Source: an optimization exercise on an open RTL-to-GDS flow (aim: small area, a short achievable clock period and few clock cycles per item). Production flows keep margins and buffers that such runs may drop. Where RTL was checked, it was by simulation tests only, not by an equivalence proof against the original. Power and IR drop assume default switching activity.

==> flow/design.v (excerpt) <==
module crypt_machine #(
    parameter int data_in_w = 32,
    parameter int rounds    = 32
) (
    input  logic                  clk,
    input  logic                  resetn,
    input  logic [data_in_w-1:0]  data_in,
    input  logic                  go,
    input  logic                  decrypt,
    output logic                  done,
    output tea_pkg::word_t        display
);
Size: about 21,000 µm² of cells after synthesis.
clock: 12.0 ns
lec_check: 0
cap_margin: 20
core_margin: 2
core_utilization: 40
slew_margin: 20
standard.sh (not shown) runs the stock make flow with config.mk's settings and CLKGATE_MAP_FILE= SYNTH_SCRIPT=/design/flow/synth_recipe.tcl, a recipe that flattens the netlist after the stock synthesis.
==> flow/flow/run.sh <==
#!/bin/bash
set -euo pipefail
export SETUP_SLACK_MARGIN=8.5
bash standard.sh > standard.log 2>&1
==> next run, changes <==
==> flow/run.sh (new file) <==
#!/bin/bash
# synth_recipe.tcl (not shown) runs the flow's synth.tcl, then flattens the netlist and writes it again
# the make line also repeats each setting of config.mk as NAME=value (left out here)
make -C /OpenROAD-flow-scripts/flow DESIGN_CONFIG=/design/flow/config.mk WORK_HOME=/design/flow/orfs CLKGATE_MAP_FILE= SYNTH_SCRIPT=/design/flow/synth_recipe.tcl finish
Settings changed: SETUP_SLACK_MARGIN set to 5.
removed: flow/flow/run.sh
removed: flow/standard.sh
What happened: The new run ran to the end with no violations; synthesized area does not change; register-to-register slack loses 0.48 ns; routed wire length went down by 13%; setup slack loses 0.92 ns; core utilization went down by 6.2 points; worst hold slack loses 0.0054 ns; clock skew stays flat; cell count went down by 6.3%; die area is unchanged; sequential power is about the same; total power went down by 3.4%.
Function was not checked in any run of this note: the RTL went through the layout flow alone.

========
## north
Another version of the RTL of crypt_machine (not shown whole).
Size: ~310 flip-flops, ~69 I/O pins, ~19000 sq um of cells after synthesis.
## crypt_machine
module crypt_machine #(
    parameter int data_in_w = 32,
    parameter int rounds    = 32
) (
    input  logic                  clk,
    input  logic                  resetn,
    input  logic [data_in_w-1:0]  data_in,
    input  logic                  go,
    input  logic                  decrypt,
    output logic                  done,
    output tea_pkg::word_t        display
);
==> flow/config.mk <==
export PLATFORM = sky130hd
export DESIGN_NAME = crypt_machine
export DESIGN_NICKNAME = crypt_machine
export VERILOG_FILES = /design/flow/design.v
export SDC_FILE = /design/flow/constraint.sdc
export NUM_CORES = 4
export LEC_CHECK = 0
export CAP_MARGIN = 20
export CORE_MARGIN = 2
export CORE_UTILIZATION = 55
export CTS_BUF_LIST = sky130_fd_sc_hd__clkbuf_8
export SLEW_MARGIN = 20
==> flow/constraint.sdc <==
create_clock -name core_clock -period 12.0 [get_ports {clk}]
set_input_delay 2.4000 -clock core_clock [delete_from_list [all_inputs] [get_ports {clk}]]
set_output_delay 2.4000 -clock core_clock [all_outputs]
set_load 0.01 [all_outputs]
==> flow/flow/run.sh <==
#!/bin/bash
set -euo pipefail
export SETUP_SLACK_MARGIN=8.0
export BUFFER_PORTS_ARGS="-buffer_cell sky130_fd_sc_hd__buf_4"
bash standard.sh > standard.log 2>&1
Testbench counts of north, summed over its fixed seeds: cycles 7,752, ops 96.
Modified inputs, south compared to north
# north
export LEC_CHECK = 0
export CAP_MARGIN = 20
export CORE_MARGIN = 2
export CORE_UTILIZATION = 55
export CTS_BUF_LIST = sky130_fd_sc_hd__clkbuf_8
export SLEW_MARGIN = 20
create_clock -name core_clock -period 12.0 [get_ports {clk}]
# south
export LEC_CHECK = 0
export CAP_MARGIN = 20
export CORE_MARGIN = 2
export CORE_UTILIZATION = 40
export CTS_BUF_LIST = sky130_fd_sc_hd__clkbuf_4
export SLEW_MARGIN = 20
create_clock -name core_clock -period 12.0 [get_ports {clk}]
-- flow/flow/run.sh --
<<< north, line 4
export BUFFER_PORTS_ARGS="-buffer_cell sky130_fd_sc_hd__buf_4"
>>> south, line 4
export BUFFER_PORTS_ARGS="-buffer_cell sky130_fd_sc_hd__buf_2"
Results
Global-route wire length before repair was higher in the run labelled south. Worst relative slew slack | south above north. From north to south the numbers moved as follows: buffering stage count on the worst path with inverters included has decreased; total detailed-routing wirelength has decreased. Diff north -> south: critical path depth rose 5, global-route total usage across every layer fell 7.7 points, sum of met2 wire segment lengths after detailed routing fell 3.2%. In south the number of ordinary inverters in the final layout turned out 2 lower than in north.

========
The RTL this note starts from:
==> flow/design.v <==
package tea_pkg;
    typedef logic [31:0] word_t;
    localparam word_t tea_delta = 32'h9e3779b9;
    function automatic logic [1023:0] sum_table();
        logic [1023:0] t;
        word_t s;
        s = '0;
        for (int j = 0; j < 32; j++) begin
            s = s + tea_delta;
            t[j*32 +: 32] = s;
        end
        sum_table = t;
    endfunction
    localparam logic [1023:0] sum_tab = sum_table();
    function automatic logic [32:0] add32(input word_t a, input word_t b, input logic cin);
        word_t pp, gg, p0, g0, c;
        int    j;
        p0 = a ^ b;
        g0 = a & b;
        pp = p0;
        gg = g0;
        gg[0] = gg[0] | (pp[0] & cin);
        for (int l = 0; l < 5; l++) begin
            for (int i = 31; i >= 0; i--) begin
                if (l > 0 && i == (1 << l)) begin
                    gg[i] = g0[i] | (p0[i] & g0[i - 1]) | (p0[i] & p0[i - 1] & gg[i - 2]);
                    pp[i] = p0[i] & p0[i - 1] & pp[i - 2];
                end else if ((i >> l) & 1) begin
                    j = ((i >> l) << l) - 1;
                    gg[i] = gg[i] | (pp[i] & gg[j]);
                    pp[i] = pp[i] & pp[j];
                end
            end
        end
        c = {gg[30:0], cin};
        add32 = {gg[31], p0 ^ c};
    endfunction
endpackage
`timescale 1ns/1ps
module crypt_machine #(
    parameter int data_in_w = 32,
    parameter int rounds    = 32
) (
    input  logic                  clk,
    input  logic                  resetn,
    input  logic [data_in_w-1:0]  data_in,
    input  logic                  go,
    input  logic                  decrypt,
    output logic                  done,
    output tea_pkg::word_t        display
);
    logic            s_load;       
    logic            s_load_rel;   
    logic            s_wait_op;    
    logic            s_run;        
    logic            s_wait_dec;   
    logic            s_wait_clr;   
    logic            s_clr_rel;    
    logic            running;      
    logic [2:0]      widx;
    logic            dec;        
    logic [6:0]      t;          
    tea_pkg::word_t  p, q;
    tea_pkg::word_t  r0, r1, r2, r3;
    tea_pkg::word_t  g;          
    logic            cin;
    tea_pkg::word_t  s;          
    logic start_enc, start_dec, start;
    assign start_enc = s_wait_op && go;
    assign start_dec = (s_wait_op && !go && decrypt) || (s_wait_dec && decrypt);
    assign start     = start_enc || start_dec;
    logic last;
    assign last = running && t[6];
    tea_pkg::word_t nw;
    logic           ovf;
    assign {ovf, nw} = tea_pkg::add32(p, g, cin);
    logic [27:0] a_x, a_y, a_z, a_s, a_c;
    logic [32:0] a_sum;
    assign a_x   = p[27:0];
    assign a_y   = g[27:0];
    assign a_z   = r0[31:4];
    assign a_s   = a_x ^ a_y ^ a_z;
    assign a_c   = (a_x & a_y) | (a_x & a_z) | (a_y & a_z);
    assign a_sum = tea_pkg::add32({4'd0, a_s}, {4'd0, a_c[26:0], cin}, 1'b0);
    tea_pkg::word_t b_s, b_c;
    logic [32:0]    b_sum;
    assign b_s   = p ^ g ^ s;
    assign b_c   = (p & g) | (p & s) | (g & s);
    assign b_sum = tea_pkg::add32(b_s, {b_c[30:0], cin}, 1'b0);
    tea_pkg::word_t c_z, c_s, c_c;
    logic [32:0]    c_sum;
    logic           c27;
    assign c_z   = {r1[26:0], 5'd0};
    assign c_s   = p ^ g ^ c_z;
    assign c_c   = (p & g) | (p & c_z) | (g & c_z);
    assign c_sum = tea_pkg::add32(c_s, {c_c[30:0], cin}, 1'b0);
    assign c27   = ovf ? (c_c[31] && c_sum[32]) : (c_c[31] || c_sum[32]);
    logic [4:0] r1_hi, r1_hi1;
    assign r1_hi  = r1[31:27];
    assign r1_hi1 = r1[31:27] + 5'd1;
    tea_pkg::word_t f_nx;
    assign f_nx = {a_sum[27:0], r0[3:0]} ^ b_sum[31:0] ^
                  {c27 ? r1_hi1 : r1_hi, c_sum[31:5]};
    logic       dec_n, m_n;
    assign dec_n = start ? start_dec : (running ? dec : 1'b1);
    assign m_n   = start ? start_dec : (running && (!dec || (t[5:0] != 6'd63)));
    logic [4:0] jh, sidx;
    assign jh   = t[5:1] + {4'd0, dec | t[0]};
    assign sidx = running ? (jh ^ {5{dec}}) : 5'd31;
    always_ff @(posedge clk) begin
        g    <= (f_nx ^ {32{dec}}) & {32{m_n}};
        cin  <= m_n && dec;
        s    <= start_enc ? tea_pkg::tea_delta : tea_pkg::sum_tab[sidx*32 +: 32];
    end
    logic load_q, load_p;
    assign load_q = s_load && (widx <= 3'd1);
    assign load_p = s_load_rel && (widx == 3'd0);
    logic rot, load_r2, load_r3;
    assign rot     = start || running ||
                     (s_load_rel && !go && ((widx == 3'd3) || (widx == 3'd5)));
    assign load_r2 = s_load && ((widx == 3'd2) || (widx == 3'd4));
    assign load_r3 = s_load && ((widx == 3'd3) || (widx == 3'd5));
    always_ff @(posedge clk) begin
        if (load_q || running || start) begin
            q <= load_q ? data_in : nw;
        end
        if (load_p || running || start) begin
            p <= q;
        end
        if (rot) begin
            r0 <= r2;
            r1 <= r3;
        end
        if (rot || load_r2) begin
            r2 <= load_r2 ? data_in : r0;
        end
        if (rot || load_r3) begin
            r3 <= load_r3 ? data_in : r1;
        end
    end
    logic last_word;
    assign last_word = (widx == 3'd5);
    always_ff @(posedge clk) begin
        if (!resetn) begin
            s_load     <= 1'b1;
            s_load_rel <= 1'b0;
            s_wait_op  <= 1'b0;
            s_run      <= 1'b0;
            s_wait_dec <= 1'b0;
            s_wait_clr <= 1'b0;
            s_clr_rel  <= 1'b0;
            running    <= 1'b0;
            widx       <= '0;
            done       <= 1'b0;
        end else begin
            s_load     <= (s_load && !go) || (s_load_rel && !go && !last_word) ||
                          (s_clr_rel && !go);
            s_load_rel <= (s_load || s_load_rel) && go;
            s_wait_op  <= (s_load_rel && !go && last_word) ||
                          (s_wait_op && !go && !decrypt);
            s_run      <= start || (s_run && !done);
            s_wait_dec <= (s_run && done && !dec) || (s_wait_dec && !decrypt && !go);
            s_wait_clr <= (s_run && done && dec) || (s_wait_clr && !go);
            s_clr_rel  <= (s_wait_dec && !decrypt && go) || ((s_wait_clr || s_clr_rel) && go);
            running    <= start || (running && !t[6]);
            done       <= last;
            if (s_load_rel && !go) begin
                widx <= widx + 3'd1;
            end else if (s_clr_rel && !go) begin
                widx <= '0;
            end
        end
    end
    always_ff @(posedge clk) begin
        dec <= dec_n;
        if (start) begin
            t <= '0;
        end else if (running) begin
            t <= t + 7'd1;
        end
    end
    always_ff @(posedge clk) begin
        if (!resetn || s_clr_rel) begin
            display <= '0;
        end else if (last) begin
            display <= {nw[15:0], q[15:0]};
        end
    end
endmodule
export LEC_CHECK = 0
export CAP_MARGIN = 20
export CORE_MARGIN = 2
export CORE_UTILIZATION = 40
export SLEW_MARGIN = 20
create_clock -name core_clock -period 12.0 [get_ports {clk}]
==> flow/flow/run.sh <==
#!/bin/bash
set -euo pipefail
export SETUP_SLACK_MARGIN=8.4
export BUFFER_PORTS_ARGS="-buffer_cell sky130_fd_sc_hd__buf_4"
bash standard.sh MATCH_CELL_FOOTPRINT=0 finish > standard.log 2>&1
Next try:
==> flow/flow/run.sh (replaced) <==
#!/bin/bash
set -euo pipefail
export SETUP_SLACK_MARGIN=8.0
export BUFFER_PORTS_ARGS="-buffer_cell sky130_fd_sc_hd__buf_4"
bash standard.sh > standard.log 2>&1
The changed run passed the timing, design-rule and antenna checks.
Worst hold slack is about the same.
Synthesized cell count does not change.
Clock skew decreases by 0.0080 ns.
Register-to-register slack loses 0.04 ns.
Design area decreases by about 4%.
Sequential power is about the same.
Die area stays the same.
Global-route usage decreases by 0.32 points.
Via count decreases by about 2.2%.
Total power increases by 1.8%.
Count of clock-buffer cells in the layout decreases by 1.
Next try:
==> flow/flow/run.sh (replaced) <==
#!/bin/bash
set -euo pipefail
export SETUP_SLACK_MARGIN=8.0
export BUFFER_PORTS_ARGS="-buffer_cell sky130_fd_sc_hd__buf_4"
bash standard.sh MATCH_CELL_FOOTPRINT=0 finish > standard.log 2>&1
The changed run finished clean.
Register-to-register slack got worse by 0.03 ns.
Final cell count climbs by about 0.45%.
Global-route usage hardly moves.
Next try:
==> flow/flow/run.sh (replaced) <==
#!/bin/bash
set -euo pipefail
export SETUP_SLACK_MARGIN=8.2
export BUFFER_PORTS_ARGS="-buffer_cell sky130_fd_sc_hd__buf_4"
bash standard.sh > standard.log 2>&1
After rerunning: The changed run completed with no timing, DRC or antenna violations; non-clock buffer count climbs by 14; die area stays the same; via count climbs by 0.80%; hold slack hardly moves; routed wire length hardly moves; critical path depth climbs by 1; synthesized area does not change.
Function was not checked in any run of this note: the RTL went through the layout flow alone.

[static timing again, ports no longer ideal]
How much do the figures lean on ideal ports? The routed layouts below were timed once more, with nothing changed but the port constraints.
Step 1, drivers: a clkbuf_16 drives clk and a buf_2 each remaining input, both assumed.
Step 2 moves the port delays by t, midway between the first and last clock arrival at a register: inputs arrive t later, outputs are due t later. That takes back most of the time a late clock gives input paths.
Three values: ideal, step 1, step 2; two values: the first two.
| run | t (ns) | slack for setup (ns) | worst data-port slew with drivers (ns) |
|---|---|---|---|
| the first run of note 1 | 0.623 | 7.469 / 7.469 / 7.469 | 0.06 |
| the second run of note 1 | 0.609 | 6.553 / 6.587 / 5.978 | 0.04 |
| north | 0.676 | 8.054 / 8.084 / 7.408 | 0.04 |
| south | 0.865 | 8.061 / 8.061 / 7.338 | 0.05 |
| the first run of note 3 | 0.603 | 8.158 / 8.158 / 7.743 | 0.04 |
| the second run of note 3 | 0.603 | 8.122 / 8.122 / 7.589 | 0.04 |
| the third run of note 3 | 0.598 | 8.091 / 8.091 / 7.635 | 0.05 |
| the fourth run of note 3 | 0.605 | 8.075 / 8.075 / 7.722 | 0.04 |
After both steps setup and hold are still met in every run listed. The setup slack of south, which loses most, moves by 0.000 ns with the drivers and by -0.723 ns with both steps.
